What follows belongs to an exercise in optimizing a design on an open flow for small area and a short achievable clock period; a production flow would make more cautious choices.
Function was checked by simulation only, so behaviour that the tests miss may differ from the original.
Power and IR drop assume default switching activity.

**flow/run.sh**
```bash
#!/bin/bash
# synth_recipe.tcl (not shown) runs the flow's synth.tcl, then flattens the netlist and writes it again
# the make line also repeats each setting of config.mk as NAME=value (left out here)
make -C /OpenROAD-flow-scripts/flow DESIGN_CONFIG=/design/flow/config.mk WORK_HOME=/design/flow/orfs CLKGATE_MAP_FILE= SYNTH_SCRIPT=/design/flow/synth_recipe.tcl finish
```
**flow/config.mk**
```make
export PLATFORM = sky130hd
export DESIGN_NAME = rf_top
export DESIGN_NICKNAME = rf_top
export VERILOG_FILES = /design/flow/design.v
export SDC_FILE = /design/flow/constraint.sdc
export NUM_CORES = 4
export LEC_CHECK = 0
export CAP_MARGIN = 30
export CORE_MARGIN = 2
export CORE_UTILIZATION = 40
export SLEW_MARGIN = 30
```
**flow/constraint.sdc**
```tcl
create_clock -name core_clock -period 15.0 [get_ports {clk_i}]
set_input_delay 3.0000 -clock core_clock [delete_from_list [all_inputs] [get_ports {clk_i}]]
set_output_delay 3.0000 -clock core_clock [all_outputs]
set_load 0.01 [all_outputs]
```
**flow/design.v**
```verilog
package rf_pkg;
  localparam int unsigned DataWidth = 32;
  localparam int unsigned IntgWidth = 7;
  localparam int unsigned WordWidth = DataWidth + IntgWidth;
  localparam int unsigned AddrWidth = 5;
  localparam logic [IntgWidth*DataWidth-1:0] IntgMask = {
    32'h0810_2040,   
    32'h0408_1020,
    32'h0204_0810,
    32'h8102_0408,
    32'h4081_0204,
    32'h2040_8102,
    32'h1020_4081    
  };
endpackage
module rf_intg_check (
  input  logic [rf_pkg::WordWidth-1:0] word_i,
  output logic                         err_o
);
  logic [rf_pkg::DataWidth-1:0] data;
  logic [rf_pkg::IntgWidth-1:0] intg;
  logic [rf_pkg::IntgWidth-1:0] intg_calc;
  assign data = word_i[rf_pkg::DataWidth-1:0];
  assign intg = word_i[rf_pkg::WordWidth-1:rf_pkg::DataWidth];
  always_comb begin
    for (int k = 0; k < rf_pkg::IntgWidth; k++) begin
      intg_calc[k] = ^(data & rf_pkg::IntgMask[32*k +: 32]);
    end
  end
  assign err_o = (intg_calc != intg);
endmodule
module rf_regs #(
  parameter int unsigned NumRegs = 32
) (
  input  logic                         clk_i,
  input  logic                         rst_ni,
  input  logic                         we_i,
  input  logic [rf_pkg::AddrWidth-1:0] waddr_i,
  input  logic [rf_pkg::WordWidth-1:0] wdata_i,
  input  logic                         re_i,
  input  logic [rf_pkg::AddrWidth-1:0] raddr_i,
  output logic [rf_pkg::WordWidth-1:0] rdata_o
);
  logic [rf_pkg::WordWidth-1:0] regs_q [1:NumRegs-1];
  logic [NumRegs-1:1]           valid_q;
  logic [NumRegs-1:1]           we_dec;
  logic [NumRegs-1:1]           re_dec;
  for (genvar i = 1; i < NumRegs; i++) begin : gen_regs
    assign we_dec[i] = we_i & (waddr_i == rf_pkg::AddrWidth'(i));
    always_ff @(posedge clk_i or negedge rst_ni) begin
      if (!rst_ni) begin
        valid_q[i] <= 1'b0;
      end else if (we_dec[i]) begin
        valid_q[i] <= 1'b1;
      end
    end
    always_ff @(posedge clk_i) begin
      if (we_dec[i]) begin
        regs_q[i] <= wdata_i;
      end
    end
  end
  always_comb begin
    rdata_o = '0;
    for (int i = 1; i < NumRegs; i++) begin
      re_dec[i] = re_i & valid_q[i] & (raddr_i == rf_pkg::AddrWidth'(i));
      rdata_o   = rdata_o | ({rf_pkg::WordWidth{re_dec[i]}} & regs_q[i]);
    end
  end
endmodule
module rf_ctrl (
  input  logic                         clk_i,
  input  logic                         rst_ni,
  input  logic                         acc_req_i,
  input  logic                         acc_we_i,
  output logic                         acc_gnt_o,
  output logic                         acc_rvalid_o,
  output logic [rf_pkg::DataWidth-1:0] acc_rdata_o,
  output logic                         acc_err_o,
  output logic                         core_sleep_o,
  output logic                         alert_major_o,
  output logic                         rf_we_o,
  output logic                         rf_re_o,
  input  logic [rf_pkg::WordWidth-1:0] rf_rdata_i
);
  logic                         gnt;
  logic                         rvalid_q;
  logic [rf_pkg::WordWidth-1:0] rword_q;
  logic                         intg_err;
  logic                         alert_q;
  assign gnt       = acc_req_i & ~rvalid_q;
  assign acc_gnt_o = gnt;
  assign rf_we_o = gnt & acc_we_i;
  assign rf_re_o = gnt & ~acc_we_i;
  always_ff @(posedge clk_i or negedge rst_ni) begin
    if (!rst_ni) begin
      rvalid_q <= 1'b0;
      rword_q  <= '0;
    end else begin
      rvalid_q <= gnt;
      rword_q  <= rf_rdata_i;
    end
  end
  rf_intg_check u_intg_check (
    .word_i(rword_q),
    .err_o (intg_err)
  );
  assign acc_rvalid_o = rvalid_q;
  assign acc_rdata_o  = rword_q[rf_pkg::DataWidth-1:0];
  assign acc_err_o    = intg_err;
  always_ff @(posedge clk_i or negedge rst_ni) begin
    if (!rst_ni) begin
      alert_q <= 1'b0;
    end else begin
      alert_q <= alert_q | intg_err;
    end
  end
  assign alert_major_o = alert_q;
  assign core_sleep_o  = ~acc_req_i & ~rvalid_q;
endmodule
module rf_top #(
  parameter int unsigned NumRegs = 32
) (
  input  logic                         clk_i,
  input  logic                         rst_ni,
  input  logic                         acc_req_i,
  output logic                         acc_gnt_o,
  input  logic                         acc_we_i,
  input  logic [rf_pkg::AddrWidth-1:0] acc_addr_i,
  input  logic [rf_pkg::DataWidth-1:0] acc_wdata_i,
  input  logic [rf_pkg::IntgWidth-1:0] acc_wintg_i,
  output logic                         acc_rvalid_o,
  output logic [rf_pkg::DataWidth-1:0] acc_rdata_o,
  output logic                         acc_err_o,
  output logic                         core_sleep_o,
  output logic                         alert_major_o
);
  logic                         rf_we;
  logic                         rf_re;
  logic [rf_pkg::WordWidth-1:0] rf_rdata;
  rf_ctrl u_ctrl (
    .clk_i        (clk_i),
    .rst_ni       (rst_ni),
    .acc_req_i    (acc_req_i),
    .acc_we_i     (acc_we_i),
    .acc_gnt_o    (acc_gnt_o),
    .acc_rvalid_o (acc_rvalid_o),
    .acc_rdata_o  (acc_rdata_o),
    .acc_err_o    (acc_err_o),
    .core_sleep_o (core_sleep_o),
    .alert_major_o(alert_major_o),
    .rf_we_o      (rf_we),
    .rf_re_o      (rf_re),
    .rf_rdata_i   (rf_rdata)
  );
  rf_regs #(
    .NumRegs(NumRegs)
  ) u_regs (
    .clk_i  (clk_i),
    .rst_ni (rst_ni),
    .we_i   (rf_we),
    .waddr_i(acc_addr_i),
    .wdata_i({acc_wintg_i, acc_wdata_i}),
    .re_i   (rf_re),
    .raddr_i(acc_addr_i),
    .rdata_o(rf_rdata)
  );
endmodule
```
==> results of run 1 <==
per-layer routing:
| layer | part of all wire (%) | vias up | wire (um) | track usage (%) |
|---|---|---|---|---|
| met5 | 0.049 | - | 76 | 0 |
| met4 | 4.4 | 12 | 6830 | 10.4 |
| met3 | 11 | 372 | 17500 | 5.55 |
| met2 | 46 | 1970 | 71500 | 39.6 |
| met1 | 38 | 14562 | 58100 | 33.5 |
| li1 | - | 11278 | - | - |
area by class of cell:
cell class	count	area (um^2)
inverter	3	11.3
multi-input combinational	1231	8480
tap	1536	1920
timing repair buffer	170	1380
sequential	1281	38100
fill	9838	63600
antenna	7	17.5
clock buffer	172	3470
clock inverter	62	637
worst max path at each step:
stage | from | endpoint | slack (ns)
after floorplan | acc_req_i | acc_gnt_o | 8.72
after global placement | acc_req_i | acc_gnt_o | 7.56
after detailed placement | acc_req_i | acc_gnt_o | 7.67
after CTS | acc_req_i | acc_gnt_o | 7.68
after global routing | acc_req_i | acc_gnt_o | 7.60
final | acc_req_i | acc_gnt_o | 7.67
cells by family after synthesis:
kind of cell / Yosys count
flip-flops: 1281
AO/OA/AOI/OAI: 776
AND/OR/NAND/NOR: 423
buffers and inverters: 198
XOR/XNOR: 32
worst max-delay path, stage by stage:
cell	delay, ns
clkdlybuf4s50_1	0.50
nor2b_1	0.24
clkdlybuf4s50_1	0.59
report_power, final:
part	switching, mW	total [mW]	internal, mW
sequential	0.0212	3.96	3.94
clock	1.35	3.16	1.81
combinational	0.190	0.259	0.0688
total	1.56	7.38	5.82
synth_stat cells, drive strengths merged, types with 4 or more instances:
cell,n,area share (%)
a221oi,49,0.93
a2111oi,8,0.15
xnor2,29,0.54
nor2b,12,0.16
a22oi,422,6.7
edfxtp,1209,77
nand3b,4,0.064
a32oi,15,0.28
nand3,52,0.55
nor4,5,0.066
o211ai,9,0.14
or2,30,0.40
buf,120,1.4
and4b,4,0.093
a211oi,4,0.064
a22o,56,1.0
nor3,11,0.12
clkbuf,75,0.60
a221o,5,0.11
dfrtp,72,3.8
a31oi,19,0.25
and4,6,0.11
a32o,10,0.21
nand4,22,0.29
nand2,134,1.1
o21ai,59,0.63
and3,32,0.42
and2,30,0.40
nor2,66,0.53
o31ai,11,0.17
a21oi,64,0.68
o22ai,18,0.24
a31o,6,0.11
a222oi,10,0.21
cell usage in the layout, fill, tap and decap left out, types with 21 or more instances in the layout:
| master | n |
|---|---|
| nor2_1 | 32 |
| and2_2 | 21 |
| nor2_4 | 31 |
| nand2_1 | 133 |
| dfrtp_1 | 72 |
| or2_2 | 30 |
| o21ai_0 | 58 |
| clkdlybuf4s50_1 | 47 |
| nand4_1 | 22 |
| a22oi_1 | 422 |
| edfxtp_1 | 1209 |
| a221oi_1 | 47 |
| xnor2_1 | 29 |
| and3_1 | 30 |
| clkbuf_16 | 132 |
| clkbuf_1 | 38 |
| a21oi_1 | 64 |
| buf_4 | 83 |
| nand3_1 | 52 |
| buf_2 | 35 |
| a22o_1 | 56 |
registers in the layout, summed over array words and instances (netlist names):
name and count:
u_ctrl.rword_q 39, u_regs.regs_q 1209, u_ctrl.alert_q 1, u_regs.valid_q 31, u_ctrl.rvalid_q 1
==> metrics list, run 1 <==
- TritonCTS created 131 clock buffers.
- For the worst setup path, the data required time is 12.00 ns.
- The initial utilization of the core area, before any placement, comes to 40.2%.
* Multiplexer share of the synthesized area: 0%
- Largest net degree at the start of global routing: 80
- TritonCTS built the clock tree.
- Critical path arrival: 4.33 ns
- The tool flagged a number of max-cap violations equal to 0.
* Share of synthesized registers carrying an async set or reset: 5.62%
* Ratio of routed vias to standard cells: 6.32
- Result of the run: finished clean
* First-pass GRT wire length: 211 mm
* Total routing resource utilization after global routing: 25.0%
- CTS placed an instance of clkbuf_16 at the clock tree root.
* Total of endpoints with negative setup slack in the final report: 0
- Type of the tightest min-delay check: register to register
* Estimated wirelength of the detail-placed design: 84.3 mm
- Subtracting the final worst setup slack from the clock period gives 7.33 ns.
- Number of enable flip-flop cells after synthesis: 1,209
* Final std cells w/o fill: 4,462
- WHS Endpoint: u_regs.valid_q[9]
- Routed wire length: 154 mm
* Kind of capture point of the worst setup path: output port
* Crit Reg-Reg Startpoint: u_ctrl.rvalid_q
- Reg clk slew, reported paths: 0.05 ns
- Antenna violations before repair: 13
* Worst min-delay path startpoint: u_regs.valid_q[9]
- Flip-flop cell with the highest count after synthesis: edfxtp_1
- Register-to-register path setup slack: 11.69 ns
* Max-slew violation total from the final report: 0
- Die ar.: 121,000 um^2
- Setup slack on the critical path of the routed design comes to 7.67 ns.
* Number of clock sinks: 1,281
- Timing analysis after detailed placement gives a worst setup slack of 7.67 ns.
* Layout-stage area growth over the synthesis result: 14.4%
* Synth warn: 4
* Aggregate global routing overflow: 0
- Antenna Violating Nets Remaining: 0
* Max H-tree Level: 4
- Slew margin rel.: 29.3%
- The placed instances occupy a cell area of 49,900 um^2.
- Cell total after placement: 4,220
- Final setup skew: 0.0318 ns
- VDD sags by at most 0.0781 mV.
* Post-Synthesis Cell Area: 47,200 um^2
- In this run the vertical extent of the chip is 348 um.
- Core Util, Final: 45.9%
* Die span in x: 348 um
- In the routed design, unresolved DRC markers number 0.
- STA classifies the critical path startpoint as an input pin.
- By area, the combinational part of the netlist is dominated by compound AO/OA/AOI/OAI gates.
- For the final routed database, the setup TNS stands at 0 ns.
- Top fanout value on the critical path: 4
* Highest clock frequency the design can meet: 136 MHz
- The synthesized netlist devotes 0.593% of its cell area to XOR and XNOR gates.
* Number of gates resized after CTS: 0
- After Yosys synthesis, full adders, half adders and majority gates account for 0% of the synthesized area.
- In this run, post-CTS hold repair placed 0 buffers.
* RSZ-0062 raised after global routing: no
- The number of setup buffers added after CTS is 0.
- Cells with a size suffix above 1 make up 14.1% of the layout.
* Source-to-sink clock delay at the later pin of the worst-skew pair: 0.74 ns
- Of the available clock period, the critical path in the final layout requires 48.9%.
- After synthesis, flip-flops and latches occupy 80.7% of the total area.
* Complex-gate fraction of the synthesized area: 12.1%
* IO Port Bufs: 84
- At the pin with the least slew margin, the transition time is 1.05 ns.
- In the final routed layout, each cell accounts on average for 34.5 um.
- Power density over the cells: 137 nW/um^2
- Via Count: 28,194
- Along the worst hold path, the cell count comes to 1.
* Cell count after synthesis: 2,710
- Endpoints failing hold: 0
* Yosys cell types: 59
* Buffers from clock root to sink, at most: 3
* Worst Hold Slack: 0.460 ns
* First-pass DRT Iterations: 6
- The floorplan has 126 rows.
* Core Region: 118,000 um^2
- GPL Wtd Cong: 0.856
- With fillers left out, the area of the finished cells amounts to 54,000 um^2.
- Each instance of the synthesized netlist takes up on average 17.4 um^2.
* Post-synthesis simple-gate area fraction: 4.55%
- R2R cell count: 6
- Leakage power summed over all cells: 17.3 nW
- R2R Path End: u_regs.regs_q[11][29]
- Overall power consumption after layout is estimated at 7.38 mW.
- The via count of the first global-routing pass was 26,856.
- Register bit total from synthesis: 1,281
* Classification of the worst setup path: input pin to output port
* Number of placed I/O pins: 85
- Synthesis produced a netlist with a net count of 2,758.
* Number of violations reported at the end of detailed-routing iteration 0: 4,451
- Final Net Count: 2,866
==> inputs of run 2 (changes only) <==
==> flow/flow/run.sh (new file) <==
#!/bin/bash
# Standard layout, with the port buffers made plain buffers and the timing
# repair aimed at a slack margin so it works below the 15 ns constraint.
set -euo pipefail
bash standard.sh \
  SETUP_SLACK_MARGIN=8.5 \
  "BUFFER_PORTS_ARGS=-buffer_cell sky130_fd_sc_hd__buf_2" \
  finish > standard.log 2>&1
==> flow/standard.sh (new file) <==
#!/bin/bash
# synth_recipe.tcl (not shown) runs the flow's synth.tcl, then flattens the netlist and writes it again
# the make line also repeats each setting of config.mk as NAME=value (left out here)
make -C /OpenROAD-flow-scripts/flow DESIGN_CONFIG=/design/flow/config.mk WORK_HOME=/design/flow/orfs CLKGATE_MAP_FILE= SYNTH_SCRIPT=/design/flow/synth_recipe.tcl "${@:-finish}"
removed: flow/run.sh
==> run 2 against run 1 <==
  * Maximum frequency increased by 14%
  * Total power increased by 0.24%
  * Cell area decreased by 0.62%
  * Register-to-register slack got worse by 0.25 ns
  * Highest routed layer unchanged
  * Critical path type unchanged
==> metrics list, run 2 <==
- The final period utilization was 42.9% (-6.0 points).
* DIE HEIGHT: 348 um (unchanged)
- The total of warnings raised by yosys came to 4 (unchanged).
* Highest clock frequency the design can meet: 155 MHz (+14%)
- Die span in x: 348 um (unchanged)
- Final period demand of the worst path: 6.44 ns (-0.894 ns)
* Count of maximum capacitance violations: 0 (unchanged)
- Core Util, Final: 45.6% (-0.29 points)
- First-pass GRT wire length: 211 mm (+0.13%)
- Minimum setup slack in the final design: 8.56 ns (+0.894 ns)
* Source-to-sink clock delay at the later pin of the worst-skew pair: 0.75 ns (about the same)
- Dpl ws: 8.44 ns (+0.770 ns)
* GPL Wtd Cong: 0.858 (+0.27%)
- The required arrival time at the worst endpoint came to 12.00 ns (about the same).
- The share of layout cells above drive strength 1 is 15.5% (+1.4 points).
- The average wire per cell in the routed design came to 34.4 um (-0.25%).
- First-pass DRT Iterations: 6 (unchanged)
- Max-slew violation total from the final report: 0 (unchanged)
- In the final layout, the registers with the most flip-flops are u_regs.regs_q (1209), u_ctrl.rword_q (39), u_regs.valid_q (31).
- Largest net degree at the start of global routing: 82 (+2.5%)
* Reg clk slew, reported paths: 0.06 ns (about the same)
* Antenna Violating Nets Remaining: 0 (unchanged)
- Ratio of routed vias to standard cells: 6.32 (about the same)
* Post-CTS setup buffers: 0 (unchanged)
* Antenna violations before repair: 17 (+4)
* Via count of the first global-routing pass: 27,273 (+1.6%)
* Root buffer selected by CTS: clkbuf_16
* Kind of capture point of the worst setup path: output port
* TritonCTS clock tree: done
- Buffers from clock root to sink, at most: 3 (unchanged)
* Initial Util: 40.2% (unchanged)
- Power, Total: 7.39 mW (+0.24%)
- Register with the most flip-flops: u_regs.regs_q
- Cell count after synthesis: 2,710 (unchanged)
- Number of hold-repair buffers added at the cts stage: 0 (unchanged)
- The reg-to-reg setup timing slack was 11.44 ns (-0.25 ns).
- The number of hold violations in the final report is 0 (unchanged).
* Final std cells w/o fill: 4,451 (-0.25%)
- Total routing resource utilization after global routing: 25.0% (-0.059 points)
- Result of the run: finished clean
* Classification of the worst setup path: input pin to output port
- The cell area after layout came to 53,700 um^2 (-0.62%).
- Cts bufs inserted: 130 (-0.76%)
- The fraction of registers with async set or reset after synthesis came to 5.62% (unchanged).
- Post-route DRC: 0 (unchanged)
* Aggregate global routing overflow: 0 (unchanged)
- The area used by multi-input combinational logic came to 8470 um^2 (about the same).
* Number of placed I/O pins: 85 (unchanged)
* Dpl cell area: 49,500 um^2 (-0.92%)
- The worst IR drop on VDD is 0.0864 mV (+11%).
- Setup repair after global routing left no endpoint under its margin.
- Number of nets in the synthesized netlist: 2,758 (unchanged)
- The worst setup skew after layout came to 0.0256 ns (-0.00617 ns).
- The half-perimeter wire length of the detailed placement result is 84.7 mm (+0.49%).
* Yosys cell types: 59 (unchanged)
- Number of violations reported at the end of detailed-routing iteration 0: 4,553 (+2.3%)
- The total wire length was 153 mm (-0.49%).
- The count of placed standard cells including taps is 4,209 (-0.26%).
* Max H-tree Level: 4 (unchanged)
- edfxtp_1 is the most common cell in the netlist.
* Share of the yosys chip area belonging to registers: 80.7% (unchanged)
* Register bit total from synthesis: 1,281 (unchanged)
- Critical path arrival: 3.44 ns (-0.89 ns)
- The count of nets after finishing is 2,854 (-0.42%).
- The worst setup path is launched from an input pin.
- Flip-flop cell with the highest count after synthesis: edfxtp_1
- Compared with the post-synthesis result, the final layout area differs by 13.6%.
* Power density over the cells: 138 nW/um^2 (+0.87%)
- The relative slew slack came to 33.3% (+4.0 points).
* Total of endpoints with negative setup slack in the final report: 0 (unchanged)
- Number of filler instances in the final layout: 9,948 (+1.1%)
- Syn avg cell area: 17.4 um^2 (unchanged)
* Leakage power summed over all cells: 17.3 nW (+0.12%)
- The maximum net fanout on the critical path was 4 (unchanged).
* Die ar.: 121,000 um^2 (unchanged)
* Most frequent cells in the layout: edfxtp_1 (1,209), a22oi_1 (422), clkbuf_16 (135)
- Type of the tightest min-delay check: register to register
- The number of gates resized after cts was 1 (+1).
* Largest register FFs: 1,209 (unchanged)
- The area of all sequential standard cells is 38,100 um^2 (unchanged).
* Area leader, netlist: edfxtp_1
- The area fraction of the dominant cell type after synthesis was 76.8% (unchanged).
- Commonest non-fill, non-tap cell in the layout: edfxtp_1
- The total of buffers placed on input and output ports was 84 (unchanged).
* Via Count: 28,146 (-0.17%)
- The number of flops mapped to enable cells by yosys came to 1,209 (unchanged).
- Cell types occupying the most area after synthesis: edfxtp_1 (77%), a22oi_1 (6.7%), dfrtp_1 (3.8%), nand2_1 (1.1%), a22o_1 (1.0%)
* Worst Tran Pin Value: 0.998 ns (-0.0541 ns)
* Post-Synthesis Cell Area: 47,200 um^2 (unchanged)
* Core Region: 118,000 um^2 (unchanged)
- After synthesis, the most frequently instantiated cells are edfxtp_1 (1,209), a22oi_1 (422), nand2_1 (134), clkbuf_1 (75), dfrtp_1 (72).
- Worst Hold Slack: 0.465 ns (+0.00407 ns)
- The final total negative setup slack is 0 ns (unchanged).
- Number of clock sinks: 1,281 (unchanged)
- The row count is 126 (unchanged).
==> run 2: cell counts after synthesis <==
Identical to the previous run, type by type.
==> run 2: kinds of logic (layout without fill, tap and decap cells) <==
family                 after synthesis  count (layout)  share of synthesized area, %
XOR/XNOR                            32              32                         0.593
other                                0               5                             0
AO/OA/AOI/OAI                      776             776                          12.1
AND/OR/NAND/NOR                    423             423                          4.55
flip-flops                        1281            1281                          80.7
buffers and inverters              198             398                          2.07
==> run 2: critical path, stage by stage <==
cell     delay [ns]
buf_2          0.09
nor2b_2        0.18
buf_2          0.16
==> run 2: power breakdown <==
part | switching [mW] | leakage [nW] | internal [mW]
sequential | 0.0230 | 11.8 | 3.94
clock | 1.36 | 2.02 | 1.82
combinational | 0.190 | 3.44 | 0.0613
==> run 2: layout make-up <==
| type | count | share of cell area [%] |
|---|---|---|
| clock buffers | 176 | 6.67 |
| well taps | 1536 | 3.58 |
| repair buffers | 159 | 1.86 |
| flip-flops and latches | 1281 | 71.0 |
| clock inverters | 60 | 1.08 |
| diodes | 5 | 0.0233 |
| inverters | 3 | 0.0210 |
| multi-input cells | 1231 | 15.8 |
==> run 2: metal layers <==
| metal | wire [um] | share of wire [%] | global-route usage, % | vias to the layer above |
|---|---|---|---|---|
| met5 | 25 | 0.016 | 0 | - |
| met4 | 7400 | 4.8 | 12.2 | 4 |
| met3 | 16900 | 11 | 5.77 | 350 |
| met2 | 71100 | 46 | 39.0 | 1934 |
| met1 | 57800 | 38 | 33.0 | 14600 |
| li1 | - | - | - | 11258 |
==> run 2: path summary, 6_finish.rpt <==
path | startpoint | depth (start not counted) | endpoint
worst max-delay path | acc_req_i | 3 | acc_gnt_o
worst min-delay path | u_regs.valid_q[18] | 1 | u_regs.valid_q[18]
worst max register to register | u_ctrl.rvalid_q | 6 | u_regs.regs_q[15][22]
worst min register to register | u_regs.valid_q[18] | 1 | u_regs.valid_q[18]
max in group asynchronous | rst_ni | 2 | u_regs.valid_q[24]
min in group asynchronous | rst_ni | 1 | u_ctrl.rvalid_q
==> inputs of run 3 (changes only) <==
--- a/flow/config.mk
+++ b/flow/config.mk
@@ -9,3 +9,4 @@
 export CORE_MARGIN = 2
 export CORE_UTILIZATION = 40
+export CTS_BUF_LIST = sky130_fd_sc_hd__clkbuf_4 sky130_fd_sc_hd__clkbuf_8
 export SLEW_MARGIN = 30
==> run 3 against run 2 <==
  * Die area unchanged
  * Clock skew up 0.019 ns
  * Sequential share of layout area about the same
  * Clock power down 5%
  * Total power down 2.3%
  * Maximum frequency about the same
  * First-iteration DRC count down 6.3%
  * Worst hold slack worse by 0.0021 ns
  * Sequential cell count unchanged
  * Critical endpoint unchanged
==> metrics list, run 3 <==
* Final period demand of the worst path: 6.44 ns (+0.00292 ns)
- The number of flip-flops in the largest register came to 1,209 (unchanged).
- Slew margin rel.: 25.3% (-8.0 points)
- The total of buffers placed on input and output ports came to 84 (unchanged).
* Antenna Violating Nets Remaining: 0 (unchanged)
- Layout-stage area growth over the synthesis result: 13.6% (about the same)
- The setup slack of the critical path after layout is 8.56 ns (-0.00292 ns).
- The sequential area share after synthesis came to 80.7% (unchanged).
- The horizontal die dimension was 348 um (unchanged).
- Number of hold-repair buffers added at the cts stage: 0 (unchanged)
- The arrival time of data at the critical path endpoint was 3.44 ns (about the same).
- The largest net degree at the start of global routing came to 82 (unchanged).
- The via count is 28,456 (+1.1%).
* Number of enable flip-flop cells after synthesis: 1,209 (unchanged)
- Core Region: 118,000 um^2 (unchanged)
* Endpoints failing hold: 0 (unchanged)
* Power density over the cells: 135 nW/um^2 (-2.2%)
- The worst IR drop on VDD came to 0.0668 mV (-23%).
- The clock transition time at the flip-flop clock pins of the worst setup and hold paths is 0.06 ns (about the same).
- The number of different library cells in the post-synthesis netlist was 59 (unchanged).
* Post-Synthesis Cell Area: 47,200 um^2 (unchanged)
* Estimated wirelength of the detail-placed design: 84.7 mm (unchanged)
- Cts bufs inserted: 197 (+52%)
- Commonest cells in the synthesized netlist: edfxtp_1 (1,209), a22oi_1 (422), nand2_1 (134), clkbuf_1 (75), dfrtp_1 (72)
* Dpl ws: 8.44 ns (unchanged)
- The largest registers in the layout are u_regs.regs_q (1209), u_ctrl.rword_q (39), u_regs.valid_q (31).
- The slew at the pin with the worst max-slew slack came to 1.11 ns (+0.113 ns).
- STA classifies the critical path startpoint as an input pin.
- The average wire per cell in the routed design was 33.7 um (-2.1%).
- The global routing usage summed across all routing layers came to 25.1% (+0.19 points).
- First-pass DRT Iterations: 6 (unchanged)
- The total wire length came to 154 mm (+0.83%).
* Ratio of cells with drive above 1 in the final layout: 19.7% (+4.3 points)
* Total of endpoints with negative setup slack in the final report: 0 (unchanged)
- The area fraction of the dominant cell type after synthesis was 76.8% (unchanged).
* Kind of capture point of the worst setup path: output port
- The number of nets in the synthesized netlist is 2,758 (unchanged).
- Classification of the worst setup path: input pin to output port
- Via count of the first global-routing pass: 27,779 (+1.9%)
- The initial core utilization was 40.2% (unchanged).
- In this run the worst hold path is classified as register to register.
* Share of the clock period used by the worst path: 42.9% (about the same)
- Register bit total from synthesis: 1,281 (unchanged)
* Number of placed I/O pins: 85 (unchanged)
- Max-slew violation total from the final report: 0 (unchanged)
* Number of rows in the core area: 126 (unchanged)
* RSZ-0062 raised after global routing: no
- The deepest clock path buffer count is 3 (unchanged).
* Flip-flop cell with the highest count after synthesis: edfxtp_1
- The final total negative setup slack is 0 ns (unchanged).
- The floorplan die area came to 121,000 um^2 (unchanged).
* Cell count after synthesis: 2,710 (unchanged)
- The total of warnings raised by yosys is 4 (unchanged).
* Max H-tree Level: 4 (unchanged)
- In the layout the commonest cells are edfxtp_1 (1,209), a22oi_1 (422), clkbuf_8 (214).
* Number of clock sinks: 1,281 (unchanged)
- The run finished with no timing, DRC or antenna violations.
- First-pass GRT wire length: 213 mm (+0.92%)
- Critical path required time: 12.00 ns (about the same)
- Post-route DRC: 0 (unchanged)
* TritonCTS clock tree: done
- The count of nets after finishing was 2,922 (+2.4%).
- Area leader, netlist: edfxtp_1
- Highest clock frequency the design can meet: 155 MHz (about the same)
- Source-to-sink clock delay at the later pin of the worst-skew pair: 0.87 ns (+0.12 ns)
- Ratio of routed vias to standard cells: 6.21 (-1.8%)
* Syn avg cell area: 17.4 um^2 (unchanged)
- The initial antenna violation count is 17 (unchanged).
* Commonest non-fill, non-tap cell in the layout: edfxtp_1
- Leakage power summed over all cells: 17.5 nW (+0.97%)
- By area the synthesized netlist is led by edfxtp_1 (77%), a22oi_1 (6.7%), dfrtp_1 (3.8%), nand2_1 (1.1%), a22o_1 (1.0%).
- The max-capacitance violation count was 0 (unchanged).
- The final RePlAce weighted congestion came to 0.858 (unchanged).
- Share of synthesized registers carrying an async set or reset: 5.62% (unchanged)
- Aggregate global routing overflow: 0 (unchanged)
* Number of violations reported at the end of detailed-routing iteration 0: 4,264 (-6.3%)
- More flip-flops sit in one register than any other, and that register is u_regs.regs_q.
- Top fanout value on the critical path: 4 (unchanged)
- In the post-synthesis netlist, the cell with the most instances is edfxtp_1.
* Root buffer selected by CTS: clkbuf_8
* Final setup skew: 0.0448 ns (+0.0192 ns)
* DIE HEIGHT: 348 um (unchanged)
-- run 3: cell types whose count changed in the layout (fill, tap and decap cells not counted), moves of 2 or more --
cell	before	now
clkbuf_1	36	0
clkbuf_8	5	214
inv_16	2	0
diode_2	5	7
clkbuf_4	0	67
clkbuf_16	135	0
clkinv_2	16	27
clkinv_1	21	36
-- run 3: logic make-up (layout without fill, tap and decap cells) --
family | Yosys count | in the layout | synth area share, %
other | 0 | 7 | 0
XOR/XNOR | 32 | 32 | 0.593
flip-flops | 1281 | 1281 | 80.7
AND/OR/NAND/NOR | 423 | 423 | 4.55
buffers and inverters | 198 | 529 | 2.07
AO/OA/AOI/OAI | 776 | 776 | 12.1
-- run 3: path summary, 6_finish.rpt --
| check | startpoint | slack [ns] | cells after the start | endpoint |
|---|---|---|---|---|
| setup / recovery | acc_req_i | 8.56 | 3 | acc_gnt_o |
| hold / removal | u_regs.valid_q[18] | 0.46 | 1 | u_regs.valid_q[18] |
| setup reg to reg | u_ctrl.rvalid_q | 11.40 | 6 | u_regs.regs_q[7][30] |
| hold reg to reg | u_regs.valid_q[18] | 0.46 | 1 | u_regs.valid_q[18] |
| max in group asynchronous | rst_ni | 11.61 | 2 | u_ctrl.rword_q[3] |
| min in group asynchronous | rst_ni | 2.12 | 1 | u_ctrl.rvalid_q |
-- run 3: final cells by class --
type                    count  area [um^2]
well taps                1536         1920
clock inverters            85          678
diodes                      7         17.5
flip-flops and latches   1281        38100
clock buffers             281         3450
multi-input cells        1231         8470
inverters                   3         11.3
fillers                 10011        64000
repair buffers            160         1010
-- run 3: critical path, stage by stage --
cell	delay, ns
buf_2	0.09
nor2b_2	0.19
buf_2	0.16
-- run 3: per-layer routing --
layer	share of wire, %	track usage, %	wire, um	vias to the layer above
li1	-	-	-	11442
met3	11	5.85	17100	371
met5	0.025	0	39	-
met2	47	39.6	72200	2016
met4	4.7	12.1	7230	6
met1	38	33.0	58000	14621
-- run 3: where the power goes --
part | internal [mW] | switching [mW] | total, mW
registers | 3.94 | 0.0229 | 3.96
logic | 0.0628 | 0.189 | 0.252
clock network | 1.64 | 1.37 | 3.01
total | 5.64 | 1.58 | 7.22
-- run 3: through the flow --
step,cells,util [%],total power [mW],instance area [um^2],hold slack [ns]
2_1_floorplan,2710,-,4.13,47200,0.430
3_3_place_gp,4209,42.1,4.27,49500,0.443
3_5_place_dp,4209,42.1,4.28,49500,0.448
4_1_cts,4575,45.6,7.25,53600,0.462
5_1_grt,4579,45.6,7.42,53600,0.477
6_report,4584,45.6,7.22,53700,0.462
-- run 3: what timing repair did --
action / in CTS / in global routing
setup endpoints to repair: 1 / 1
setup buffers: 0 / 1
gates resized for setup: 1 / 0
hold endpoints to repair: 0 / 0
pin swaps: 0 / 1
==> inputs of run 4 (changes only) <==
--- a/flow/config.mk
+++ b/flow/config.mk
@@ -9,4 +9,6 @@
 export CORE_MARGIN = 2
 export CORE_UTILIZATION = 40
-export CTS_BUF_LIST = sky130_fd_sc_hd__clkbuf_4 sky130_fd_sc_hd__clkbuf_8
+export CTS_BUF_LIST = sky130_fd_sc_hd__clkbuf_16
+export CTS_CLUSTER_DIAMETER = 80
+export CTS_CLUSTER_SIZE = 30
 export SLEW_MARGIN = 30
==> run 4 against run 3 <==
  * Maximum frequency about the same
  * Wire length decreased by 2.1%
  * Die area did not move
  * Highest routed layer unchanged
  * Combinational power about the same
  * Area after synthesis unchanged
  * Cell count down 6.1%
  * Still clean on timing, DRC and antenna
  * Non-clock buffer count down 1
==> metrics list, run 4 <==
* Type of the tightest min-delay check: register to register
- The maximum net fanout on the critical path is 4 (unchanged).
* Antenna Violating Nets Remaining: 0 (unchanged)
- Final setup skew: 0.0271 ns (-0.0176 ns)
- The fmax is 155 MHz (about the same).
- Dpl cell area: 49,500 um^2 (unchanged)
* Final Net Count: 2,775 (-5.0%)
* Endpoints failing hold: 0 (unchanged)
- The number of max-slew violations in the final report is 0 (unchanged).
- The post-synthesis instance area came to 47,200 um^2 (unchanged).
- The relative slew slack is 29.6% (+4.3 points).
- Via count of the first global-routing pass: 26,389 (-5.0%)
- Share of synthesized registers carrying an async set or reset: 5.62% (unchanged)
- Syn avg cell area: 17.4 um^2 (unchanged)
- The residual overflow from global routing is 0 (unchanged).
- Total of endpoints with negative setup slack in the final report: 0 (unchanged)
- Sorting the synthesized cells by how often they occur yields edfxtp_1 (1,209), a22oi_1 (422), nand2_1 (134), clkbuf_1 (75), dfrtp_1 (72).
* Final std cells w/o fill: 4,305 (-6.1%)
- The deepest clock path buffer count is 3 (unchanged).
- Die span in x: 348 um (unchanged)
- The register with the most flip-flops in the final layout is u_regs.regs_q.
- Cell total after placement: 4,209 (unchanged)
- Crit Reg-Reg Startpoint: u_ctrl.rvalid_q
- TritonCTS clock tree: done
- The startpoint identified for the worst hold timing path is u_regs.valid_q[18].
- The total of warnings raised by yosys is 4 (unchanged).
* Largest net degree at the start of global routing: 82 (unchanged)
- The total of buffers placed on input and output ports came to 84 (unchanged).
* Total routing resource utilization after global routing: 24.4% (-0.71 points)
- Layout-stage area growth over the synthesis result: 8.21%
- The clock transition time at the flip-flop clock pins of the worst setup and hold paths was 0.11 ns (+0.05 ns).
- The utilization of the core after routing is 43.5% (-2.2 points).
* First-pass DRT Iterations: 7 (+1)
- In the final layout, the registers with the most flip-flops are u_regs.regs_q (1209), u_ctrl.rword_q (39), u_regs.valid_q (31).
* Register-to-register path setup slack: 11.41 ns (about the same)
- Ratio of routed vias to standard cells: 6.38 (+2.7%)
- Setup repair after global routing left no endpoint under its margin.
* Register bit total from synthesis: 1,281 (unchanged)
* First-pass GRT wire length: 208 mm (-2.5%)
- The number of flops mapped to enable cells by yosys was 1,209 (unchanged).
- Antenna violations before repair: 17 (unchanged)
- Share of the yosys chip area belonging to registers: 80.7% (unchanged)
- Power density over the cells: 117 nW/um^2 (-13%)
- The average wire per cell in the routed design was 35.1 um (+4.2%).
- The floorplan die area came to 121,000 um^2 (unchanged).
* Via Count: 27,445 (-3.6%)
- Sorting the synthesized cells by area gives the leading types as edfxtp_1 (77%), a22oi_1 (6.7%), dfrtp_1 (3.8%), nand2_1 (1.1%), a22o_1 (1.0%).
- GPL Wtd Cong: 0.858 (unchanged)
- R2R Path End: u_regs.regs_q[15][2]
* Max H-tree Level: 2 (-2)
* Most frequent cells in the layout: edfxtp_1 (1,209), a22oi_1 (422), nand2_1 (133)
- Area of all placed cells without fillers: 51,100 um^2 (-4.7%)
* Crit path capture: acc_gnt_o
* Classification of the worst setup path: input pin to output port
* Count of maximum capacitance violations: 0 (unchanged)
* Final period demand of the worst path: 6.44 ns (+0.00316 ns)
- The total wire length came to 151 mm (-2.1%).
* Source-to-sink clock delay at the later pin of the worst-skew pair: 0.68 ns (-0.19 ns)
* Critical Path Source Type: input pin
- The required arrival time at the worst endpoint is 12.00 ns (about the same).
- Yosys cell types: 59 (unchanged)
- The number of CTS-inserted buffers is 51 (-74%).
- Ratio of cells with drive above 1 in the final layout: 12.0% (-7.8 points)
- The half-perimeter wire length of the detailed placement result came to 84.7 mm (unchanged).
- Worst Tran Pin Value: 1.05 ns (-0.0639 ns)
- Setup total negative slack: 0 ns (unchanged)
* Number of nets in the synthesized netlist: 2,758 (unchanged)
* Area leader, netlist: edfxtp_1
- R2R cell count: 6 (unchanged)
- The vertical die dimension came to 348 um (unchanged).
- The violation count after the first detailed-routing iteration came to 4,496 (+5.4%).
- The final period utilization came to 42.9% (about the same).
- Leakage power summed over all cells: 16.1 nW (-7.5%)
- Number of placed I/O pins: 85 (unchanged)
* Core Region: 118,000 um^2 (unchanged)
- The run finished with no timing, DRC or antenna violations.
- By instance count, the leading cell after synthesis is edfxtp_1.
* Number of clock sinks: 1,281 (unchanged)
- Commonest non-fill, non-tap cell in the layout: edfxtp_1
* Post-route DRC: 0 (unchanged)
* Setup crit start: acc_req_i
* Cell count after synthesis: 2,710 (unchanged)
- Initial Util: 40.2% (unchanged)
- The most used flip-flop cell after synthesis is edfxtp_1.
- The total power of the final layout was 5.98 mW (-17%).
* Root buffer selected by CTS: clkbuf_16
- The area fraction of the dominant cell type after synthesis came to 76.8% (unchanged).
* Number of rows in the core area: 126 (unchanged)
- Largest register FFs: 1,209 (unchanged)
- The worst IR drop on VDD is 0.0848 mV (+27%).
- Critical path arrival: 3.44 ns (about the same)
* Kind of capture point of the worst setup path: output port
[run 4: cell counts after synthesis]
No cell type changed its count.
[run 4: final cells by class]
class | count | area, um^2
timing repair buffer | 159 | 1000
tap | 1536 | 1920
fill | 10156 | 66500
clock buffer | 53 | 1330
inverter | 3 | 11.3
multi-input combinational | 1231 | 8470
sequential | 1281 | 38100
antenna | 2 | 5.00
clock inverter | 40 | 280
[run 4: worst min path at each step]
stage,end,slack [ns],cells after the start
final,u_regs.valid_q[18],0.48,1
after global routing,u_regs.valid_q[19],0.49,1
after CTS,u_regs.valid_q[18],0.47,1
after detailed placement,u_regs.valid_q[18],0.45,1
after global placement,u_regs.valid_q[18],0.44,1
after floorplan,u_regs.valid_q[26],0.43,1
[run 4: metal layers]
metal	track usage (%)	up-vias	routed length, um	part of all wire (%)
met5	0	-	69	0.046
met4	10.1	10	6690	4.4
met3	4.80	300	16000	11
met2	39.0	1792	70700	47
met1	32.9	14339	57800	38
li1	-	11004	-	-
[run 4: worst max-delay path: stages]
cell	delay [ns]
buf_2	0.09
nor2b_2	0.19
buf_2	0.16
[run 4: repair_timing]
| action | 4_1_cts | 5_1_grt |
|---|---|---|
| resized for setup | 1 | 0 |
| setup buffers | 0 | 0 |
| hold buffers | 0 | 0 |
| endpoints found under the setup margin | 1 | 0 |
[run 4: cells by family (layout without fill, tap and decap cells)]
kind of cell | count (synthesis) | count (layout) | share of synthesized area, %
DFF | 1281 | 1281 | 80.7
and+or+nand+nor | 423 | 423 | 4.55
buffers and inverters | 198 | 255 | 2.07
xor gates and xnor gates | 32 | 32 | 0.593
other | 0 | 2 | 0
AOI/OAI and AO/OA | 776 | 776 | 12.1
[run 4: report_power, final]
part	total, mW	switching (mW)	internal, mW
logic	0.250	0.189	0.0612
clock network	1.77	1.08	0.696
registers	3.95	0.0230	3.93
total	5.98	1.29	4.69
[run 4: per-stage QoR]
stage          hold WS [ns]  setup slack, ns
6_report              0.476             8.56
5_1_grt               0.491             8.52
4_1_cts               0.475             8.56
3_5_place_dp          0.448             8.44
3_3_place_gp          0.443             8.50
2_1_floorplan         0.430             8.72
==> inputs of run 5 (changes only) <==
--- a/flow/config.mk
+++ b/flow/config.mk
@@ -9,6 +9,6 @@
 export CORE_MARGIN = 2
 export CORE_UTILIZATION = 40
-export CTS_BUF_LIST = sky130_fd_sc_hd__clkbuf_16
-export CTS_CLUSTER_DIAMETER = 80
-export CTS_CLUSTER_SIZE = 30
+export CTS_BUF_LIST = sky130_fd_sc_hd__clkbuf_8
+export CTS_CLUSTER_DIAMETER = 60
+export CTS_CLUSTER_SIZE = 16
 export SLEW_MARGIN = 30
==> run 5 against run 4 <==
  * Worst hold slack got worse by 0.0051 ns
  * Combinational power is essentially flat
  * Cell area up 0.81%
  * Clock-buffer cell count is 53 higher
  * Global-route usage grew 0.22 points
==> metrics list, run 5 <==
- The run finished with no timing, DRC or antenna violations.
- The cell sitting at the root of the clock tree is a clkbuf_8.
* Post-route DRC: 0 (unchanged)
- The worst hold path belongs to the class register to register.
- The final period utilization came to 42.9% (about the same).
* First-pass GRT wire length: 209 mm (+0.78%)
- The number of hold violations in the final report is 0 (unchanged).
* Count of maximum capacitance violations: 0 (unchanged)
* Largest net degree at the start of global routing: 82 (unchanged)
- GRT met1 Usage: 32.6% (-0.34 points)
- By count the netlist is led by edfxtp_1 (1,209), a22oi_1 (422), nand2_1 (134), clkbuf_1 (75), dfrtp_1 (72).
- The later-pin clock latency in the skew report came to 0.79 ns (+0.11 ns).
- The total setup violations reported at the end of the flow came to 0 (unchanged).
* Ratio of cells with drive above 1 in the final layout: 14.1% (+2.1 points)
- Commonest non-fill, non-tap cell in the layout: edfxtp_1
- Synth warn: 4 (unchanged)
- On the critical path the largest part of the delay comes from buffers and inverters.
- Kind of capture point of the worst setup path: output port
* Share of the yosys chip area belonging to registers: 80.7% (unchanged)
- The proportion of power drawn by flip-flops and latches is 64.3% (-1.8 points).
- The post-synthesis instance total came to 2,710 (unchanged).
- Number of nets in the synthesized netlist: 2,758 (unchanged)
* Via Count: 27,787 (+1.2%)
- The fmax is 155 MHz (about the same).
- Among the stages of the critical path, the cell type that occurs most often is buf_2.
- GPL Wtd Cong: 0.858 (unchanged)
- Yosys cell types: 59 (unchanged)
- The number of flip-flops in the largest register came to 1,209 (unchanged).
* Setup total negative slack: 0 ns (unchanged)
* Grt met2 use: 39.0% (about the same)
* Largest registers in the final layout: u_regs.regs_q (1209), u_ctrl.rword_q (39), u_regs.valid_q (31)
- The met3 global-route usage came to 5.59% (+0.79 points).
- The area fraction of the dominant cell type after synthesis was 76.8% (unchanged).
* Antenna Violating Nets Remaining: 0 (unchanged)
- The total of buffers placed on input and output ports came to 84 (unchanged).
- The reg-to-reg setup timing slack came to 11.42 ns (about the same).
- Die span in x: 348 um (unchanged)
- The register with the most flip-flops in the final layout is u_regs.regs_q.
* Final Net Count: 2,823 (+1.7%)
- The leakage power came to 16.4 nW (+1.8%).
- Switching power as a share of total power: 22.2% (+0.61 points)
- The worst setup skew after layout came to 0.0560 ns (+0.0288 ns).
* Top fanout value on the critical path: 4 (unchanged)
* Post-Synthesis Cell Area: 47,200 um^2 (unchanged)
- Number of enable flip-flop cells after synthesis: 1,209 (unchanged)
* Area of all placed cells without fillers: 51,500 um^2 (+0.81%)
- Dpl cell area: 49,500 um^2 (unchanged)
* Cell types occupying the most area after synthesis: edfxtp_1 (77%), a22oi_1 (6.7%), dfrtp_1 (3.8%), nand2_1 (1.1%), a22o_1 (1.0%)
* Number of violations reported at the end of detailed-routing iteration 0: 4,284 (-4.7%)
- The combinational power share is 4.1% (about the same).
- The initial antenna violation count was 17 (unchanged).
- The row count is 126 (unchanged).
* Core Region: 118,000 um^2 (unchanged)
- Slew margin rel.: 28.2% (-1.4 points)
* Core Util, Final: 43.8% (+0.35 points)
- Initial Util: 40.2% (unchanged)
- The number of CTS-inserted buffers is 98 (+92%).
* Crit-path cells: buf_2, nor2b_2, buf_2
* TritonCTS clock tree: done
- RSZ-0062 raised after global routing: no
- STA classifies the critical path startpoint as an input pin.
- Final period demand of the worst path: 6.44 ns (-0.00210 ns)
* Cell total after placement: 4,209 (unchanged)
- CP bufs+invs: 2 (unchanged)
- The deepest clock path buffer count is 3 (unchanged).
- The via-per-instance ratio is 6.33 (-0.78%).
* Global routing's busiest layer: met2
- Aggregate global routing overflow: 0 (unchanged)
- Estimated wirelength of the detail-placed design: 84.7 mm (unchanged)
* Classification of the worst setup path: input pin to output port
- Critical path arrival: 3.44 ns (about the same)
- The areal power density over the cells was 119 nW/um^2 (+2.0%).
- The H-tree depth came to 3 (+1).
- Max-slew violation total from the final report: 0 (unchanged)
- Number of placed I/O pins: 85 (unchanged)
* Final std cells w/o fill: 4,393 (+2.0%)
* Worst Tran Pin Value: 1.07 ns (+0.0175 ns)
- The area growth from synthesis to layout is 9.08%.
- Number of hold-repair buffers added at the cts stage: 0 (unchanged)
- The portion of total power attributed to the clock network is 31.6% (+1.9 points).
- The library cells used most frequently in the layout, excluding fill and tap cells, are edfxtp_1 (1,209), a22oi_1 (422), nand2_1 (133).
* Flip-flop cell with the highest count after synthesis: edfxtp_1
* Die ar.: 121,000 um^2 (unchanged)
* Syn avg cell area: 17.4 um^2 (unchanged)
- The via count of the first global-routing pass was 27,060 (+2.5%).
* Power, Total: 6.15 mW (+2.8%)
- Critical-path top delay cell: nor2b_2
- Register bit total from synthesis: 1,281 (unchanged)
- The design internal power is 4.78 mW (+2.0%).
* Switching component of the power: 1.36 mW (+5.7%)
* Total routing resource utilization after global routing: 24.7% (+0.22 points)
- The total wire length came to 152 mm (+0.24%).
- The average wire per cell in the routed design is 34.5 um (-1.8%).
* Worst IR drop on VDD: 0.0654 mV (-23%)
* Share of synthesized registers carrying an async set or reset: 5.62% (unchanged)
- DIE HEIGHT: 348 um (unchanged)
- Area leader, netlist: edfxtp_1
* Number of clock sinks: 1,281 (unchanged)
- The required arrival time at the worst endpoint came to 12.00 ns (about the same).
* Highest cell delay on the worst timing path: 0.19 ns (about the same)
- Yosys instantiated no cell more often than edfxtp_1.
- The number of iterations in the first detailed-routing pass came to 10 (+3).
* Reg clk slew, reported paths: 0.10 ns (about the same)
==> run 5: metal layers <==
| metal | part of all wire, % | vias to the layer above |
|---|---|---|
| met5 | 0.035 | - |
| met4 | 4.7 | 8 |
| met3 | 12 | 326 |
| met2 | 46 | 1934 |
| met1 | 37 | 14382 |
| li1 | - | 11137 |
==> run 5: kinds of logic (layout without fill, tap and decap cells) <==
logic type	count (synthesis)	in the layout	synth area share (%)
buffers and inverters	198	339	2.07
other	0	6	0
DFF	1281	1281	80.7
xor gates and xnor gates	32	32	0.593
and+or+nand+nor	423	423	4.55
AOI/OAI and AO/OA	776	776	12.1
==> run 5: timing repair <==
| item | in CTS | in global routing |
|---|---|---|
| setup endpoints to repair | 1 | 1 |
| cloned | 0 | 0 |
| pin swaps | 0 | 1 |
| buffers inserted | 0 | 1 |
| gates resized for setup | 1 | 0 |
| hold endpoints to repair | 0 | 0 |
==> run 5: path summary, 6_finish.rpt <==
check                                   from                   end  cells after the start
max in group asynchronous             rst_ni     u_ctrl.rword_q[3]                      2
max reg2reg                  u_ctrl.rvalid_q  u_regs.regs_q[7][21]                      6
min in group asynchronous             rst_ni       u_ctrl.rvalid_q                      1
min                        u_regs.valid_q[7]     u_regs.valid_q[7]                      1
min reg2reg                u_regs.valid_q[7]     u_regs.valid_q[7]                      1
max                                acc_req_i             acc_gnt_o                      3
==> run 5: cell type report <==
type	count	area [um^2]
Inverter	3	11.3
Fill cell	10153	66100
Antenna cell	6	15.0
Tap cell	1536	1920
Timing Repair Buffer	160	1010
Clock inverter	70	543
Clock buffer	106	1460
Sequential cell	1281	38100
Multi-Input combinational cell	1231	8470
==> run 5: power groups by stage <==
stage | sequential, mW | clock [mW] | combinational (mW)
after floorplan | 4.02 | 0 | 0.111
after global placement | 4.03 | 0 | 0.240
after detailed placement | 4.03 | 0 | 0.247
after CTS | 3.95 | 1.97 | 0.247
after global routing | 3.96 | 2.09 | 0.265
final | 3.95 | 1.94 | 0.252
==> run 5: worst reg2reg max path, stage by stage, from the launching register on <==
cell	delay [ns]
dfrtp_1	0.43
nor2b_2	0.18
nand2_1	0.08
nor2_1	0.52
nand3_1	0.51
nor2_4	0.72
buf_4	0.75
==> run 5: through the flow <==
stage | setup slack (ns) | hold slack, ns
after floorplan | 8.72 | 0.430
after global placement | 8.50 | 0.443
after detailed placement | 8.44 | 0.448
after CTS | 8.56 | 0.472
after global routing | 8.52 | 0.489
final | 8.56 | 0.471
==> inputs of run 6 (changes only) <==
==> flow/flow/run.sh (replaced) <==
#!/bin/bash
# Standard layout, with
# - the final ABC mapping of synthesis aimed at area (flow/synth_area.tcl),
# - the port buffers made plain buffers,
# - the timing repair aimed at a slack margin so it works below the 15 ns
#   constraint.
# All tool output goes to standard.log here and ORFS's logs under orfs/logs.
set -euo pipefail
export AREA_ABC=$(pwd)/flow/area.abc
bash standard.sh \
  SYNTH_SCRIPT=$(pwd)/flow/synth_area.tcl \
  SETUP_SLACK_MARGIN=8.75 \
  "BUFFER_PORTS_ARGS=-buffer_cell sky130_fd_sc_hd__buf_2" \
  finish > standard.log 2>&1
==> flow/flow/area.abc (new file) <==
&get -n
&st
&dc2
&syn3
&dch -f
&nf -a -R 1000
&put
==> flow/flow/synth_area.tcl (new file) <==
# The standard synthesis (synth_recipe.tcl), except that the final ABC
# mapping uses an area-oriented script (area.abc, named by AREA_ABC)
proc synth {args} { yosys synth -nofsm -noshare {*}$args }
proc abc {args} {
  set i [lsearch -exact $args -script]
  if { $i >= 0 } {
    lset args [expr { $i + 1 }] $::env(AREA_ABC)
  }
  yosys abc {*}$args
}
source $::env(SCRIPTS_DIR)/synth.tcl
# left out here: clear keep_hierarchy, flatten, clean up, hide names made inside functions, write 1_2_yosys.v
--- a/flow/config.mk
+++ b/flow/config.mk
@@ -9,6 +9,6 @@
 export CORE_MARGIN = 2
 export CORE_UTILIZATION = 40
-export CTS_BUF_LIST = sky130_fd_sc_hd__clkbuf_8
-export CTS_CLUSTER_DIAMETER = 60
-export CTS_CLUSTER_SIZE = 16
+export CTS_BUF_LIST = sky130_fd_sc_hd__clkbuf_16
+export CTS_CLUSTER_DIAMETER = 80
+export CTS_CLUSTER_SIZE = 30
 export SLEW_MARGIN = 30
==> run 6 against run 5 <==
  * Highest routed layer unchanged
  * Register-to-register slack got worse by 0.14 ns
  * Area after synthesis decreased by 4.5%
  * Largest power group unchanged
  * Maximum frequency increased by 1.5%
  * Sequential power about the same
  * Total power decreased by 5.1%
  * Critical path type unchanged
  * Cell area decreased by 3.5%
  * Utilization increased by 0.50 points
  * Wire length decreased by 0.81%
  * Global-route usage increased by 0.71 points
==> metrics list, run 6 <==
- The share of the synthesized area in compound gates (AO/OA/AOI/OAI) is 10.6% (-1.5 points).
- Initial Util: 40.2% (+0.059 points)
- The violation count after the first detailed-routing iteration came to 4,580 (+6.9%).
- Worst Tran Pin Value: 1.09 ns (+0.0273 ns)
- Via Count: 25,998 (-6.4%)
- RSZ-0062 raised after global routing: yes
- Number of enable flip-flop cells after synthesis: 1,209 (unchanged)
* Total routing resource utilization after global routing: 25.4% (+0.71 points)
- Root buffer selected by CTS: clkbuf_16
- Crit-path cells: buf_6, nor2b_4, buf_6
* Ratio of cells with drive above 1 in the final layout: 11.6% (-2.4 points)
- Result of the run: finished clean
- The simple logic cell fraction of the synthesized area came to 3.81% (-0.74 points).
- Highest clock frequency the design can meet: 158 MHz (+1.5%)
- The max-capacitance violation count came to 0 (unchanged).
- The total power of the final layout came to 5.84 mW (-5.1%).
- The sequential area share after synthesis came to 84.4% (+3.8 points).
- Layout-stage area growth over the synthesis result: 10.2%
- The total setup violations reported at the end of the flow came to 0 (unchanged).
- The post-synthesis instance area is 45,100 um^2 (-4.5%).
* Die ar.: 116,000 um^2 (-4.4%)
* Type of the tightest min-delay check: register to register
- The number of iterations in the first detailed-routing pass is 6 (-4).
- The maximum net fanout on the critical path was 2 (-2).
* Commonest cells in the synthesized netlist: edfxtp_1 (1,209), a22oi_1 (312), nand4_1 (120), a221oi_1 (117), a22o_1 (117)
- CP dominant cell by count: buf_6
- The largest net degree at the start of global routing was 54 (-34%).
* GPL Wtd Cong: 0.795 (-7.4%)
- Classification of the worst setup path: input pin to output port
- Reg clk slew, reported paths: 0.10 ns (about the same)
- STA classifies the critical path startpoint as an input pin.
* Register with the most flip-flops: u_regs.regs_q
* Share of synthesized registers carrying an async set or reset: 5.62% (unchanged)
- The average wire per cell in the routed design came to 38.1 um (+10%).
* Post-synthesis share of cell area spent on xor and xnor gates: 0.621% (+0.028 points)
- The I/O pin count came to 85 (unchanged).
- Ranked by total cell area, the synthesized netlist is headed by edfxtp_1 (80%), a22oi_1 (5.2%), dfrtp_1 (4.0%), a221oi_1 (2.3%), a22o_1 (2.3%).
* Max H-tree Level: 2 (-1)
* Max-slew violation total from the final report: 0 (unchanged)
* Critical-path top delay cell: nor2b_4
* Worst Hold Slack: 0.478 ns (+0.00634 ns)
- The via count of the first global-routing pass is 24,624 (-9.0%).
- The area of all sequential standard cells was 38,100 um^2 (unchanged).
- The longest individual stage delay on the worst path is 0.15 ns (-0.04 ns).
* First-pass GRT wire length: 204 mm (-2.7%)
* Slew margin rel.: 27.2% (-1.1 points)
* Leakage power summed over all cells: 15.6 nW (-4.9%)
- Worst IR drop on VDD: 0.0966 mV (+48%)
* Most common cell in the netlist: edfxtp_1
- Largest register FFs: 1,209 (unchanged)
* Final period demand of the worst path: 6.34 ns (-0.0955 ns)
- The number of fill cells in the layout is 9,512 (-6.3%).
* IO Port Bufs: 84 (unchanged)
- Buffers from clock root to sink, at most: 3 (unchanged)
- Post-route DRC: 0 (unchanged)
* Adder-Cell Fraction of Synth Area: 0% (unchanged)
- Area of the multi-input gates: 7050 um^2 (-17%)
* Dpl cell area: 48,100 um^2 (-2.9%)
* Antenna violations before repair: 10 (-7)
- The arrival time of data at the critical path endpoint was 3.34 ns (-0.10 ns).
- The total of warnings raised by yosys was 4 (unchanged).
* Cts bufs inserted: 51 (-48%)
* Antenna Violating Nets Remaining: 0 (unchanged)
- The post-synthesis average cell area came to 20.3 um^2 (+16%).
- DIE HEIGHT: 340 um (-2.2%)
* Register bit total from synthesis: 1,281 (unchanged)
- Core Region: 112,000 um^2 (-4.6%)
- The required arrival time at the worst endpoint came to 12.00 ns (about the same).
* Aggregate global routing overflow: 0 (unchanged)
- The multiplexer area fraction after synthesis is 0% (unchanged).
* Kind of capture point of the worst setup path: output port
- Source-to-sink clock delay at the later pin of the worst-skew pair: 0.67 ns (-0.12 ns)
* Area leader, netlist: edfxtp_1
* Number of nets in the synthesized netlist: 2,274 (-18%)
* Power density over the cells: 117 nW/um^2 (-1.6%)
- Most frequent cells in the layout: edfxtp_1 (1,209), a22oi_1 (312), nand4_1 (120)
- Number of rows in the core area: 123 (-2.4%)
* Yosys cell types: 22 (-63%)
* Area of all placed cells without fillers: 49,700 um^2 (-3.5%)
- The number of hold violations in the final report came to 0 (unchanged).
- The area fraction of the dominant cell type after synthesis came to 80.4% (+3.6 points).
- Share of the clock period used by the worst path: 42.3% (-0.64 points)
* Cell count after synthesis: 2,226 (-18%)
- The total wire length was 150 mm (-0.81%).
* Die span in x: 340 um (-2.2%)
- Among all flip-flop cells after synthesis, the most frequent one is edfxtp_1.
- Number of clock sinks: 1,281 (unchanged)
- By area, the combinational part of the netlist is dominated by compound AO/OA/AOI/OAI gates.
- Final setup skew: 0.0300 ns (-0.0260 ns)
- The largest registers in the layout are u_regs.regs_q (1209), u_ctrl.rword_q (39), u_regs.valid_q (31).
* Ratio of routed vias to standard cells: 6.58 (+4.1%)
- The cts-stage hold buffer count is 0 (unchanged).
- Final Net Count: 2,451 (-13%)
- TritonCTS built the clock tree.
* Commonest non-fill, non-tap cell in the layout: edfxtp_1
* Estimated wirelength of the detail-placed design: 68.9 mm (-19%)
* Setup total negative slack: 0 ns (unchanged)
==> run 6: cells by family (layout without fill, tap and decap cells) <==
logic type      after synthesis  after routing
flops                      1281           1281
compound gates              585            585
simple gates                295            295
buf+inv                      33            252
xor+xnor                     32             32
other cells                   0              5
==> run 6: layout make-up <==
cell class | instances | area share, %
clock buffers | 54 | 2.72
multi-input cells | 912 | 14.2
inverters | 1 | 0.00755
well taps | 1500 | 3.78
flip-flops and latches | 1281 | 76.7
repair buffers | 156 | 2.14
diodes | 5 | 0.0252
clock inverters | 41 | 0.503
==> run 6: what timing repair did <==
| action | CTS | global route |
|---|---|---|
| resized for setup | 3 | 0 |
| setup buffers | 2 | 0 |
| endpoints found under the setup margin | 2 | 2 |
| endpoints found under the hold margin | 0 | 0 |
==> run 6: through the flow <==
step           setup slack, ns  util, %  std cells
3_3_place_gp              8.52     42.7       3844
5_1_grt                   8.64     44.3       3949
2_1_floorplan             8.25        -       2226
6_report                  8.66     44.3       3950
3_5_place_dp              8.51     42.8       3848
4_1_cts                   8.66     44.3       3945
==> run 6: power breakdown <==
group | internal (mW) | total [mW] | switching, mW
clock | 0.692 | 1.76 | 1.07
combinational | 0.0269 | 0.127 | 0.0998
sequential | 3.93 | 3.95 | 0.0132
==> run 6: metal layers <==
metal  vias to the layer above  global-route usage (%)  wire length [um]
met3                       285                    3.99             16900
met1                     13771                    34.4             55500
li1                      10006                       -                 -
met2                      1932                    42.4             73000
met5                         -                       0                33
met4                         4                    7.45              4900
==> run 6: worst max-delay path: cells and delay by family <==
kind	cells	cell delay, ns
buffers and inverters	2	0.19
AND/OR/NAND/NOR	1	0.15
==> run 6: worst paths after layout <==
check / from / to / slack (ns) / cells past startpoint
min in group asynchronous: rst_ni / u_ctrl.rword_q[4] / 2.30 / 1
setup reg to reg: u_ctrl.rvalid_q / u_ctrl.rword_q[32] / 11.28 / 11
setup / recovery: acc_req_i / acc_gnt_o / 8.66 / 3
max in group asynchronous: rst_ni / u_ctrl.rword_q[16] / 11.62 / 2
hold reg to reg: u_ctrl.alert_q / u_ctrl.alert_q / 0.48 / 1
hold / removal: u_ctrl.alert_q / u_ctrl.alert_q / 0.48 / 1
==> inputs of run 7 (changes only) <==
--- a/flow/flow/run.sh
+++ b/flow/flow/run.sh
@@ -10,5 +10,5 @@
 bash standard.sh \
   SYNTH_SCRIPT=$(pwd)/flow/synth_area.tcl \
-  SETUP_SLACK_MARGIN=8.75 \
+  SETUP_SLACK_MARGIN=8.5 \
   "BUFFER_PORTS_ARGS=-buffer_cell sky130_fd_sc_hd__buf_2" \
   finish > standard.log 2>&1
==> run 7 against run 6 <==
  * Still clean on timing, DRC and antenna
  * Via count is 1.6% lower
  * Utilization about the same
  * Sequential share of layout area is essentially flat
  * Register-to-register slack improved by 0.11 ns
  * Clock skew fell by 0.0014 ns
  * Global-route usage down 0.25 points
  * Die area is the same
  * Sequential power is essentially flat
  * Clock-buffer cell count did not move
  * Setup slack worse by 0.013 ns
  * First-iteration DRC count is 5.7% lower
  * Synthesized cell count unchanged
  * Critical endpoint unchanged
  * Largest cell class unchanged
  * Largest power group unchanged
==> metrics list, run 7 <==
* Result of the run: finished clean
* Max-slew violation total from the final report: 0 (unchanged)
- The number of flip-flops in the largest register came to 1,209 (unchanged).
- The critical path in this run is classified as input pin to output port.
* Area leader, netlist: edfxtp_1
- Reg clk slew, reported paths: 0.10 ns (about the same)
- Syn avg cell area: 20.3 um^2 (unchanged)
- The fmax is 157 MHz (-0.21%).
* Commonest cells in the synthesized netlist: edfxtp_1 (1,209), a22oi_1 (312), nand4_1 (120), a221oi_1 (117), a22o_1 (117)
* Ratio of cells with drive above 1 in the final layout: 11.7% (+0.11 points)
* Leakage power summed over all cells: 15.6 nW (about the same)
- Setup repair after global routing left no endpoint under its margin.
- The switching part of the total was 20.2% (-0.12 points).
- Final setup skew: 0.0286 ns (-0.00145 ns)
* Antenna Violating Nets Remaining: 0 (unchanged)
- The row count came to 123 (unchanged).
- The areal power density over the cells came to 117 nW/um^2 (-0.23%).
- Layout-stage area growth over the synthesis result: 10.2% (about the same)
- The vertical die dimension was 340 um (unchanged).
* Share of power burned in registers: 67.8% (+0.2 points)
- The I/O pin count was 85 (unchanged).
* Most common cell in the netlist: edfxtp_1
- Largest net degree at the start of global routing: 42 (-22%)
- Number of enable flip-flop cells after synthesis: 1,209 (unchanged)
- The number of CTS-inserted buffers came to 51 (unchanged).
- CTS placed an instance of clkbuf_16 at the clock tree root.
* Fraction of power consumed by the clock network: 30.1% (about the same)
* Via count of the first global-routing pass: 24,768 (+0.58%)
* Number of filler instances in the final layout: 9,480 (-0.34%)
- The half-perimeter wire length of the detailed placement result came to 69.2 mm (+0.44%).
- Total routing resource utilization after global routing: 25.1% (-0.25 points)
- The final total negative setup slack came to 0 ns (unchanged).
- The sequential area share after synthesis is 84.4% (unchanged).
- The arrival time of data at the critical path endpoint is 3.36 ns (+0.02 ns).
* Initial Util: 40.2% (unchanged)
* Largest registers in the final layout: u_regs.regs_q (1209), u_ctrl.rword_q (39), u_regs.valid_q (31)
- The area fraction of the dominant cell type after synthesis is 80.4% (unchanged).
* Synth warn: 4 (unchanged)
- The maximum net fanout on the critical path is 2 (unchanged).
* Core Region: 112,000 um^2 (unchanged)
- Worst IR drop on VDD: 0.0970 mV (+0.46%)
- Core Util, Final: 44.3% (about the same)
- The via-per-instance ratio is 6.48 (-1.5%).
- The post-synthesis instance area was 45,100 um^2 (unchanged).
- Worst Hold Depth: 1 (unchanged)
* Die span in x: 340 um (unchanged)
- Number of nets in the synthesized netlist: 2,274 (unchanged)
- Most frequent cells in the layout: edfxtp_1 (1,209), a22oi_1 (312), nand4_1 (120)
- GPL Wtd Cong: 0.775 (-2.5%)
* TritonCTS clock tree: done
- Flip-flop cell with the highest count after synthesis: edfxtp_1
- Final Net Count: 2,455 (+0.16%)
* Share of synthesized registers carrying an async set or reset: 5.62% (unchanged)
- The global-route wire length before repair came to 200 mm (-1.7%).
* Final period demand of the worst path: 6.36 ns (+0.0134 ns)
- IO Port Bufs: 84 (unchanged)
* Register with the most flip-flops: u_regs.regs_q
- Share of the clock period used by the worst path: 42.4% (+0.089 points)
- Source-to-sink clock delay at the later pin of the worst-skew pair: 0.67 ns (about the same)
- The via count is 25,585 (-1.6%).
- Routed wire length: 149 mm (-0.83%)
- Count of maximum capacitance violations: 0 (unchanged)
- Internal power: 4.65 mW (about the same)
- Number of hold-repair buffers added at the cts stage: 0 (unchanged)
- Number of clock sinks: 1,281 (unchanged)
- The slew at the pin with the worst max-slew slack is 1.09 ns (-0.00655 ns).
- The combinational power share came to 2.1% (about the same).
- Kind of capture point of the worst setup path: output port
- Post-route DRC: 0 (unchanged)
* Switching component of the power: 1.17 mW (-0.82%)
* Cell types occupying the most area after synthesis: edfxtp_1 (80%), a22oi_1 (5.2%), dfrtp_1 (4.0%), a221oi_1 (2.3%), a22o_1 (2.3%)
* Cell count after synthesis: 2,226 (unchanged)
- R2R cell count: 9 (-2)
- Yosys cell types: 22 (unchanged)
- Final routed wire length divided by cell count: 37.8 um (-0.78%)
- The worst setup path is launched from an input pin.
- The relative slew slack came to 27.2% (+0.042 points).
- The total setup violations reported at the end of the flow was 0 (unchanged).
- First-pass DRT Iterations: 6 (unchanged)
- The library cell used most frequently in the layout, excluding fill and tap cells, is edfxtp_1.
* Max H-tree Level: 2 (unchanged)
* Type of the tightest min-delay check: register to register
- The number of hold violations in the final report is 0 (unchanged).
- Register bit total from synthesis: 1,281 (unchanged)
- Critical path required time: 12.00 ns (about the same)
- The residual overflow from global routing came to 0 (unchanged).
- Die ar.: 116,000 um^2 (unchanged)
- The deepest clock path buffer count was 3 (unchanged).
- The initial antenna violation count came to 12 (+2).
- The violation count after the first detailed-routing iteration was 4,319 (-5.7%).
* Power, Total: 5.82 mW (-0.21%)
==> run 7: power groups by stage <==
stage / registers [mW] / clock network, mW / logic, mW
finish: 3.95 / 1.75 / 0.125
global route: 3.95 / 1.87 / 0.133
CTS: 3.95 / 1.76 / 0.123
detailed placement: 4.03 / 0 / 0.122
global placement: 4.02 / 0 / 0.116
floorplan: 4.02 / 0 / 0.0380
==> run 7: cell type report <==
cell class	instances	area, um^2	share of cell area [%]
sequential	1281	38100	76.6
multi-input combinational	912	7050	14.2
tap	1500	1880	3.77
clock buffer	54	1350	2.72
timing repair buffer	160	1100	2.21
clock inverter	39	233	0.468
inverter	1	3.75	0.00755
antenna	1	2.50	0.00503
==> run 7: worst max-delay path, cell delays in order <==
cell	delay (ns)
buf_2	0.11
nor2b_4	0.12
buf_2	0.13
==> run 7: layer usage <==
layer / global-route usage (%) / share of wire (%) / vias to the layer above
li1: - / - / 10003
met1: 32.7 / 37 / 13475
met2: 41.7 / 48 / 1786
met3: 5.32 / 11 / 313
met4: 9.09 / 4.1 / 8
met5: 0 / 0.029 / -
==> run 7: kinds of logic after synthesis <==
group                     synth area share (%)
xor gates and xnor gates                 0.621
AOI/OAI and AO/OA                         10.6
DFF                                       84.4
buffers and inverters                    0.541
and+or+nand+nor                           3.81
==> run 7: stage by stage <==
| step | std cells | hold WS [ns] | area (um^2) | setup WS [ns] |
|---|---|---|---|---|
| after floorplan | 2226 | 0.435 | 45100 | 7.98 |
| after global placement | 3848 | 0.451 | 48000 | 8.31 |
| after detailed placement | 3852 | 0.457 | 48100 | 8.30 |
| after CTS | 3945 | 0.483 | 49700 | 8.53 |
| after global routing | 3948 | 0.497 | 49700 | 8.61 |
| final | 3948 | 0.484 | 49700 | 8.64 |
==> run 7: worst paths after layout <==
check	from	end	slack, ns
setup / recovery	acc_req_i	acc_gnt_o	8.64
hold / removal	u_regs.valid_q[19]	u_regs.valid_q[19]	0.48
setup reg to reg	u_ctrl.rvalid_q	u_ctrl.rword_q[22]	11.39
hold reg to reg	u_regs.valid_q[19]	u_regs.valid_q[19]	0.48
max in group asynchronous	rst_ni	u_ctrl.rword_q[24]	11.30
min in group asynchronous	rst_ni	u_ctrl.rword_q[2]	2.38
==> run 7: what timing repair did <==
item,CTS,global route
hold endpoints to repair,0,0
endpoints found under the setup margin,1,1
buffers inserted,0,1
resized for setup,2,0
gates cloned,0,0
